This is an optimization exercise on Yosys and OpenROAD, whose aim is small area, a short achievable clock period and few clock cycles, not a production implementation.
At most, simulation tests tie the RTL to the original design; equivalence was not proved.
No activity file was given, so power comes from the tool's default toggle rates.

Design hdc_encoder_top, start of the top module:
module hdc_encoder_top (
  input  logic      clk_i,
  input  logic      rst_i,
  input  logic      csr_we_i,
  input  logic      csr_re_i,
  input  hdc_pkg::csr_addr_t csr_addr_i,
  input  hdc_pkg::csr_data_t csr_wdata_i,
  output hdc_pkg::csr_data_t csr_rdata_o,
  output logic      csr_rvalid_o,
  output hdc_pkg::hv_t       qhv_o,
  output logic      qhv_valid_o
);
make LEC_CHECK=0 CAP_MARGIN=20 CORE_MARGIN=2 CORE_UTILIZATION=40 SETUP_SLACK_MARGIN=1.8 SLEW_MARGIN=20 finish   # period 5.0 ns
run.sh (not shown) runs the stock make flow with config.mk's settings and CLKGATE_MAP_FILE= SYNTH_SCRIPT=/design/flow/synth_recipe.tcl, a recipe that flattens the netlist after the stock synthesis.
The baseline finished with timing, DRC and antenna clean.
Change:
- ABC_AREA: default -> 1
- SETUP_SLACK_MARGIN: 1.8 -> 2.1
After rerunning: Fmax increases by 7.3%. Clock power barely changes. Area after synthesis climbs by 4.1%. Design area rises by 5.0%. Final cell count is higher by 44%. Global-route usage increases by 3.9 points. Power is higher by 5.7%.
Change:
- ABC_AREA: 1 -> default
Result:
- The new run went through all stages and came out clean
- via count drops by 26%
- wire length drops by 15%
- utilization climbs by 7.6 points
- power drops by 1.9%
No functional check of the RTL was part of any run of this note.

* * *

Starting RTL as in the previous note.
==> flow/config.mk <==
export PLATFORM = sky130hd
export DESIGN_NAME = hdc_encoder_top
export DESIGN_NICKNAME = hdc_encoder_top
export VERILOG_FILES = /design/flow/design.v
export SDC_FILE = /design/flow/constraint.sdc
export NUM_CORES = 4
export LEC_CHECK = 0
export ABC_AREA = 1
export CAP_MARGIN = 20
export CORE_MARGIN = 2
export CORE_UTILIZATION = 40
export SETUP_SLACK_MARGIN = 2.3
export SLEW_MARGIN = 20
==> flow/constraint.sdc <==
create_clock -name core_clock -period 5.0 [get_ports {clk_i}]
set_input_delay 1.0000 -clock core_clock [delete_from_list [all_inputs] [get_ports {clk_i}]]
set_output_delay 1.0000 -clock core_clock [all_outputs]
set_load 0.01 [all_outputs]
==> next run, changes <==
SETUP_SLACK_MARGIN = 1.5   (was 2.3)
Non-clock buffer count went down by 228.
Global-route usage fell by 1.9 points.
Routed wire length went down by roughly a tenth.
Area after synthesis does not change.
Cell area went down by roughly a tenth.
Clock skew goes down by 0.0083 ns.
Core utilization goes down by 4.8 points.
Register-to-register slack is worse by 0.58 ns.
Combinational power stays flat.
Total power is about the same.
Cell count goes down slightly.
==> next run, changes <==
SETUP_SLACK_MARGIN = 1.9   (was 1.5)
After rerunning:
- utilization goes up by 0.44 points
- register-to-register slack improves by 0.41 ns
- setup slack gains 0.41 ns
- synthesized cell count stays the same
- clock skew stays flat
- sequential share of layout area goes down by 0.31 points
- power climbs slightly
- clock-buffer cell count stays the same
- worst hold slack barely changes
- final area increases slightly
No run of this note included a check of the RTL's function; only the layout flow was run.

* * *

== 12-14 ==
Another version of the RTL of hdc_encoder_top (not shown whole).
Size: about 5,900 cells after synthesis, roughly 1,300 flip-flops.
// hdc_encoder_top
module hdc_encoder_top (
  input  logic      clk_i,
  input  logic      rst_i,
  input  logic      csr_we_i,
  input  logic      csr_re_i,
  input  hdc_pkg::csr_addr_t csr_addr_i,
  input  hdc_pkg::csr_data_t csr_wdata_i,
  output hdc_pkg::csr_data_t csr_rdata_o,
  output logic      csr_rvalid_o,
  output hdc_pkg::hv_t       qhv_o,
  output logic      qhv_valid_o
);
clock: 5.0 ns
lec_check: 0
cap_margin: 20
core_margin: 2
core_utilization: 40
setup_slack_margin: 1.5
slew_margin: 20
12-14 ran to completion and came out clean on the timing, DRC and antenna checks.
Here is what was changed in the inputs of 05-22 compared with 12-14.
Settings: a change of SETUP_SLACK_MARGIN from 1.5 to 2.0.
Findings:
- Every run (05-22 and 12-14) finished clean.
- Higher routed wire length goes to 05-22 over 12-14.
- For 05-22, the master of the slowest instance on the critical path was sky130_fd_sc_hd__mux4_2, unlike 12-14, where it was sky130_fd_sc_hd__a221oi_1.
- Compared with 12-14, in 05-22 wire length of the first global-routing pass increased by 15 mm relative to the old numbers, number of gates given a new drive strength after cts now larger, total area of sequential cells now sits at about the same level, worst hold slack picked up an extra 16 ps.
Function was not checked in any run of this note: the RTL went through the layout flow alone.

* * *

hdc_encoder_top, a different RTL version from the one above (not shown whole).
For scale: ~9000 cells after synthesis, roughly 1300 flip-flops, roughly 110 I/O pins, roughly 0.073 mm^2 of cells after synthesis.
Settings: LEC_CHECK=0, ABC_AREA=1, CAP_MARGIN=20, CORE_MARGIN=2, CORE_UTILIZATION=40, SETUP_SLACK_MARGIN=2.2, SLEW_MARGIN=20; clock period 5.0 ns.
Testbench counts at the start, summed over its fixed seeds: cycles 2,576.
Then changed:
--- a/flow/config.mk
+++ b/flow/config.mk
@@ -9,5 +9,5 @@
 export CAP_MARGIN = 20
 export CORE_MARGIN = 2
-export CORE_UTILIZATION = 40
-export SETUP_SLACK_MARGIN = 2.2
+export CORE_UTILIZATION = 55
+export SETUP_SLACK_MARGIN = 2.3
 export SLEW_MARGIN = 20
Routed wire length increases by about 2.8%.
Utilization increases by 17 points.
Sequential share of layout area stays flat.
Setup slack improves by 0.085 ns.
Total power increases by about 1.2%.
Final area barely changes.
Clock skew barely changes.
Clock power barely changes.
Non-clock buffer count increases by 58.
Register-to-register slack improves by 0.09 ns.
Via count increases by about 1.5%.
Then changed:
--- a/flow/config.mk
+++ b/flow/config.mk
@@ -9,5 +9,5 @@
 export CAP_MARGIN = 20
 export CORE_MARGIN = 2
-export CORE_UTILIZATION = 55
-export SETUP_SLACK_MARGIN = 2.3
+export CORE_UTILIZATION = 40
+export SETUP_SLACK_MARGIN = 2.4
 export SLEW_MARGIN = 20
Outcome: Clock skew went up by 0.013 ns. Maximum frequency went up by 1.3%. Clock-buffer cell count drops by 10. Critical path depth goes down by 1. Routed wire length came out higher by 3.8%. Area after synthesis does not change. Final area grows by 8.0%. Utilization fell by 14 points. Register-to-register slack improved by 0.04 ns. Worst setup slack gets better by 0.035 ns.
Then changed:
--- a/flow/config.mk
+++ b/flow/config.mk
@@ -10,4 +10,5 @@
 export CORE_MARGIN = 2
 export CORE_UTILIZATION = 40
-export SETUP_SLACK_MARGIN = 2.4
+export SETUP_SLACK_MARGIN = 2.3
 export SLEW_MARGIN = 20
+export TNS_END_PERCENT = 20
Outcome:
- non-clock buffer count goes down by 95
- routed wire length decreases by 4.1%
- flip-flop and latch count is unchanged
- area after synthesis stays the same
- total power drops by 10%
- clock skew fell by 0.017 ns
- setup slack got worse by 0.18 ns
- worst hold slack degrades by 0.035 ns
- die area does not change
- final area drops by 7.1%

==> afterwards: timing with drivers on the ports <==
In the flow no input, the clock included, has a driving cell. The finished layouts below were timed again as built, in two steps.
Step 1: set_driving_cell puts a clkbuf_16 on clk_i and a buf_2 on each other input, an assumption about the parent block.
Step 2 moves the port delays by t, midway between the first and last clock arrival at a register: inputs arrive t later, outputs are due t later. That takes back most of the time a late clock gives input paths.
a / b / c = ideal ports / drivers / drivers and shift; a / b = the first two.
run | shift t [ns] | setup WS [ns] | hold WS [ns] | worst setup path after step 2 | latest minus earliest clock arrival (ns)
the first run of note 1 | 0.857 | 1.776 / 1.776 / 0.920 | 0.455 / 0.455 / 0.455 | input to register | 0.076 / 0.077
the second run of note 1 | 0.899 | 1.996 / 1.996 / 1.386 | 0.425 / 0.425 / 0.425 | input to register | 0.038 / 0.038
the third run of note 1 | 0.873 | 1.770 / 1.770 / 1.309 | 0.463 / 0.459 / 0.463 | input to register | 0.034 / 0.034
the first run of note 2 | 0.905 | 2.092 / 2.092 / 1.578 | 0.425 / 0.425 / 0.425 | input to register | 0.037 / 0.037
the second run of note 2 | 0.895 | 1.512 / 1.512 / 1.405 | 0.429 / 0.429 / 0.429 | input to register | 0.040 / 0.040
the third run of note 2 | 0.896 | 1.917 / 1.899 / 1.371 | 0.428 / 0.428 / 0.428 | input to register | 0.042 / 0.042
12-14 | 0.871 | 1.515 / 1.515 / 1.095 | 0.402 / 0.402 / 0.402 | input to register | 0.049 / 0.049
05-22 | 0.877 | 1.591 / 1.591 / 1.306 | 0.418 / 0.418 / 0.418 | input to register | 0.041 / 0.041
the first run of note 4 | 0.874 | 2.201 / 2.195 / 1.723 | 0.429 / 0.429 / 0.429 | input to register | 0.030 / 0.030
the second run of note 4 | 0.859 | 2.287 / 2.287 / 1.699 | 0.424 / 0.424 / 0.424 | input to register | 0.041 / 0.041
the third run of note 4 | 0.905 | 2.322 / 2.322 / 1.716 | 0.430 / 0.430 / 0.430 | input to register | 0.043 / 0.044
the fourth run of note 4 | 0.876 | 2.146 / 2.064 / 1.684 | 0.395 / 0.395 / 0.395 | input to register | 0.034 / 0.034
After both steps every run listed still meets setup and hold. The setup slack of the first run of note 1, which loses most, moves by 0.000 ns with the drivers and by -0.856 ns with both steps.
